This is an optimization exercise on Yosys and OpenROAD, whose aim is small area, a short achievable clock period and few clock cycles, not a production implementation. At most, simulation tests tie the RTL to the original design; equivalence was not proved. Power is estimated from default activity; no workload was simulated.

== old ==
==> module fcrla_lane, before the edit <==
module fcrla_lane (
	input  logic                              clk,
	input  logic                              acc_zero,  
	input  logic                              add,
	input  logic [fcrla_pkg::SAMPLE_BITS-1:0] sample,
	input  logic                              follow,    
	input  logic                              step,
	input  logic [fcrla_pkg::TALLY_W-1:0]     d1,        
	input  logic [fcrla_pkg::TRIPLE_W-1:0]    d3,        
	output logic [fcrla_pkg::AVG_W-1:0]       avg
);
	localparam int SW = fcrla_pkg::SUM_W;
	localparam int RW = fcrla_pkg::REM_W;
	localparam int AW = fcrla_pkg::AVG_W;
	logic [SW-1:0]   acc_q;
	logic [AW:0]     lo_sum;
	logic [SW-AW-1:0] hi_inc;
	logic [SW-1:0]   acc_sum;
	logic [SW-1:0]   acc_d;
	logic [SW-1:0]   div_q;
	logic [RW+1:0]   r4;
	logic [RW+2:0]   s1, s2, s3;
	logic [RW-1:0]   rem;
	logic [1:0]      qd;
	assign lo_sum  = {1'b0, acc_q[AW-1:0]} + {1'b0, sample};
	assign hi_inc  = acc_q[SW-1:AW] + (SW-AW)'(1);
	assign acc_sum = {lo_sum[AW] ? hi_inc : acc_q[SW-1:AW], lo_sum[AW-1:0]};
	always_comb begin
		unique case ({acc_zero, add})
			2'b00: acc_d = acc_q;
			2'b01: acc_d = acc_sum;
			2'b10: acc_d = '0;
			2'b11: acc_d = SW'(sample);
		endcase
	end
	always_ff @(posedge clk) begin
		acc_q <= acc_d;
	end
	assign r4 = div_q[SW-1:AW-2];
	assign s1 = {1'b0, r4} - (RW+3)'(d1);
	assign s2 = {1'b0, r4} - (RW+3)'({d1, 1'b0});
	assign s3 = {1'b0, r4} - (RW+3)'(d3);
	always_comb begin
		if (!s3[RW+2]) begin
			qd  = 2'd3;
			rem = s3[RW-1:0];
		end else if (!s2[RW+2]) begin
			qd  = 2'd2;
			rem = s2[RW-1:0];
		end else if (!s1[RW+2]) begin
			qd  = 2'd1;
			rem = s1[RW-1:0];
		end else begin
			qd  = 2'd0;
			rem = r4[RW-1:0];
		end
	end
	always_ff @(posedge clk) begin
		if (follow) begin
			div_q <= acc_d;
		end else if (step) begin
			div_q <= {rem, div_q[AW-3:0], qd};
		end
	end
	assign avg = div_q[AW-1:0];
endmodule
export LEC_CHECK = 0
export ABC_AREA = 1
export CAP_MARGIN = 20
export CORE_MARGIN = 2
export CORE_UTILIZATION = 40
export CTS_CLUSTER_DIAMETER = 100
export CTS_CLUSTER_SIZE = 24
export SETUP_SLACK_MARGIN = 2.2
export SLEW_MARGIN = 20
create_clock -name core_clock -period 5.5 [get_ports {clk}]
standard.sh (not shown) runs the stock make flow with config.mk's settings and CLKGATE_MAP_FILE= SYNTH_SCRIPT=/design/flow/synth_recipe.tcl, a recipe that flattens the netlist after the stock synthesis.
==> flow/flow/run.sh <==
#!/bin/bash
# The standard layout (the standard.sh: standard synthesis, floorplan, placement, CTS,
# routing), except that the port buffers placement inserts are plain buffers
# (sky130_fd_sc_hd__buf_1) instead of the delay cell ORFS picks by default. Every input and
# output port still gets its own buffer; resizing may upsize it later.
set -euo pipefail
export BUFFER_PORTS_ARGS="-buffer_cell sky130_fd_sc_hd__buf_1"
bash standard.sh finish > standard.log 2>&1
Testbench counts of old, summed over its fixed seeds: cycles 15,879.
Modified inputs, new compared to old
==> flow/design.v, changed modules only <==
module fcrla_lane (
	input  logic                              clk,
	input  logic                              acc_zero,  
	input  logic                              add,
	input  logic [fcrla_pkg::SAMPLE_BITS-1:0] sample,
	input  logic                              follow,    
	input  logic                              step,
	input  logic [fcrla_pkg::TALLY_W-1:0]     d1,        
	input  logic [fcrla_pkg::TRIPLE_W-1:0]    d3,        
	output logic [fcrla_pkg::AVG_W-1:0]       avg
);
	localparam int SW = fcrla_pkg::SUM_W;
	localparam int RW = fcrla_pkg::REM_W;
	localparam int AW = fcrla_pkg::AVG_W;
	logic [SW-1:0]   acc_q;
	logic [AW:0]     lo_sum;
	logic [SW-AW-1:0] hi_inc;
	logic [SW-1:0]   acc_sum;
	logic [SW-1:0]   acc_d;
	logic [SW-1:0]   div_q;
	logic [RW+1:0]   r4;
	logic [RW+2:0]   s1, s2, s3;
	logic [RW-1:0]   rem;
	logic [1:0]      qd;
	logic            ge1, ge2, ge3;
	assign lo_sum  = {1'b0, acc_q[AW-1:0]} + {1'b0, sample};
	assign hi_inc  = acc_q[SW-1:AW] + (SW-AW)'(1);
	assign acc_sum = {lo_sum[AW] ? hi_inc : acc_q[SW-1:AW], lo_sum[AW-1:0]};
	always_comb begin
		unique case ({acc_zero, add})
			2'b00: acc_d = acc_q;
			2'b01: acc_d = acc_sum;
			2'b10: acc_d = '0;
			2'b11: acc_d = SW'(sample);
		endcase
	end
	always_ff @(posedge clk) begin
		acc_q <= acc_d;
	end
	assign r4 = div_q[SW-1:AW-2];
	fcrla_sub #(.W(RW+2)) u_s1 (.a(r4), .b((RW+2)'(d1)),         .diff(s1[RW+1:0]), .ge(ge1));
	fcrla_sub #(.W(RW+2)) u_s2 (.a(r4), .b((RW+2)'({d1, 1'b0})), .diff(s2[RW+1:0]), .ge(ge2));
	fcrla_sub #(.W(RW+2)) u_s3 (.a(r4), .b((RW+2)'(d3)),         .diff(s3[RW+1:0]), .ge(ge3));
	assign s1[RW+2] = !ge1;
	assign s2[RW+2] = !ge2;
	assign s3[RW+2] = !ge3;
	always_comb begin
		if (!s3[RW+2]) begin
			qd  = 2'd3;
			rem = s3[RW-1:0];
		end else if (!s2[RW+2]) begin
			qd  = 2'd2;
			rem = s2[RW-1:0];
		end else if (!s1[RW+2]) begin
			qd  = 2'd1;
			rem = s1[RW-1:0];
		end else begin
			qd  = 2'd0;
			rem = r4[RW-1:0];
		end
	end
	always_ff @(posedge clk) begin
		if (follow) begin
			div_q <= acc_d;
		end else if (step) begin
			div_q <= {rem, div_q[AW-3:0], qd};
		end
	end
	assign avg = div_q[AW-1:0];
endmodule
module fcrla_sub #(
	parameter int W = 14
) (
	input  logic [W-1:0] a,
	input  logic [W-1:0] b,
	output logic [W-1:0] diff,
	output logic         ge       
);
	localparam int L = $clog2(W);
	logic [W-1:0] p;
	logic [W-1:0] g [L+1];
	logic [W-1:0] t [L+1];
	logic [W:0]   c;
	assign p = ~(a ^ b);
	assign g[0] = {a[W-1:1] & ~b[W-1:1], a[0] | ~b[0]};
	assign t[0] = {p[W-1:1], 1'b0};
	genvar l, i;
	generate
		for (l = 0; l < L; l++) begin : g_lvl
			for (i = 0; i < W; i++) begin : g_bit
				if ((i >> l) % 2 == 1) begin : g_merge
					localparam int J = ((i >> l) << l) - 1;
					assign g[l+1][i] = g[l][i] | (t[l][i] & g[l][J]);
					assign t[l+1][i] = t[l][i] & t[l][J];
				end else begin : g_pass
					assign g[l+1][i] = g[l][i];
					assign t[l+1][i] = t[l][i];
				end
			end
		end
	endgenerate
	assign c    = {g[L], 1'b1};
	assign diff = p ^ c[W-1:0];
	assign ge   = c[W];
endmodule
[summary]
new ended with every stage complete and zero timing, DRC or antenna violations.
The final layout from old, which completed every stage, passed the timing, design-rule and antenna checks at the end of the flow.
In the tables for new and old, worst hold margin reads higher with new.
Of new and old, new shows the lower clock share of power, with old above it.
Re initial core utilization: new is 0.16 points down on old.
Run comparison: new highest metal layer with signal wires met5; old highest metal layer with signal wires met4
Comparing old with new, the mux contribution to synthesized area came out essentially unchanged.
Total power consumption of the routed design (new over old): increase, 6.8%
Between new and old, it is new whose wire length of the first global-routing pass is lower, by 2800 um.
From old to new the numbers moved as follows: synthesized cell count fell by 4.1%, post-synthesis share of cell area spent on and, or, nand and nor gates climbed 2.3 points, wire length per cell higher.
Number of tap instances is lower on new
No functional check of the RTL was part of new.

## separate check: timing with driven ports
No port has a modelled driver above. Below, the same layouts with a new extraction and two added sets of constraints.
Step 1, drivers: a clkbuf_16 drives clk and a buf_2 each remaining input, both assumed.
Step 2 also shifts input and output timing later by t, the mid clock arrival at the registers, as if the neighbouring blocks saw the same clock.
Slacks: no drivers / after step 1 / after step 2; pairs: no drivers / after step 1.
| run | shift t [ns] | setup WS [ns] | worst slew at a driven data input, ns |
|---|---|---|---|
| old | 0.648 | 2.329 / 2.329 / 1.756 | 0.11 |
| new | 0.647 | 2.203 / 2.203 / 1.786 | 0.10 |
After both steps setup and hold are still met in every run listed. For old, which loses most, drivers alone change the setup slack by 0.000 ns; drivers and shift together by -0.573 ns.
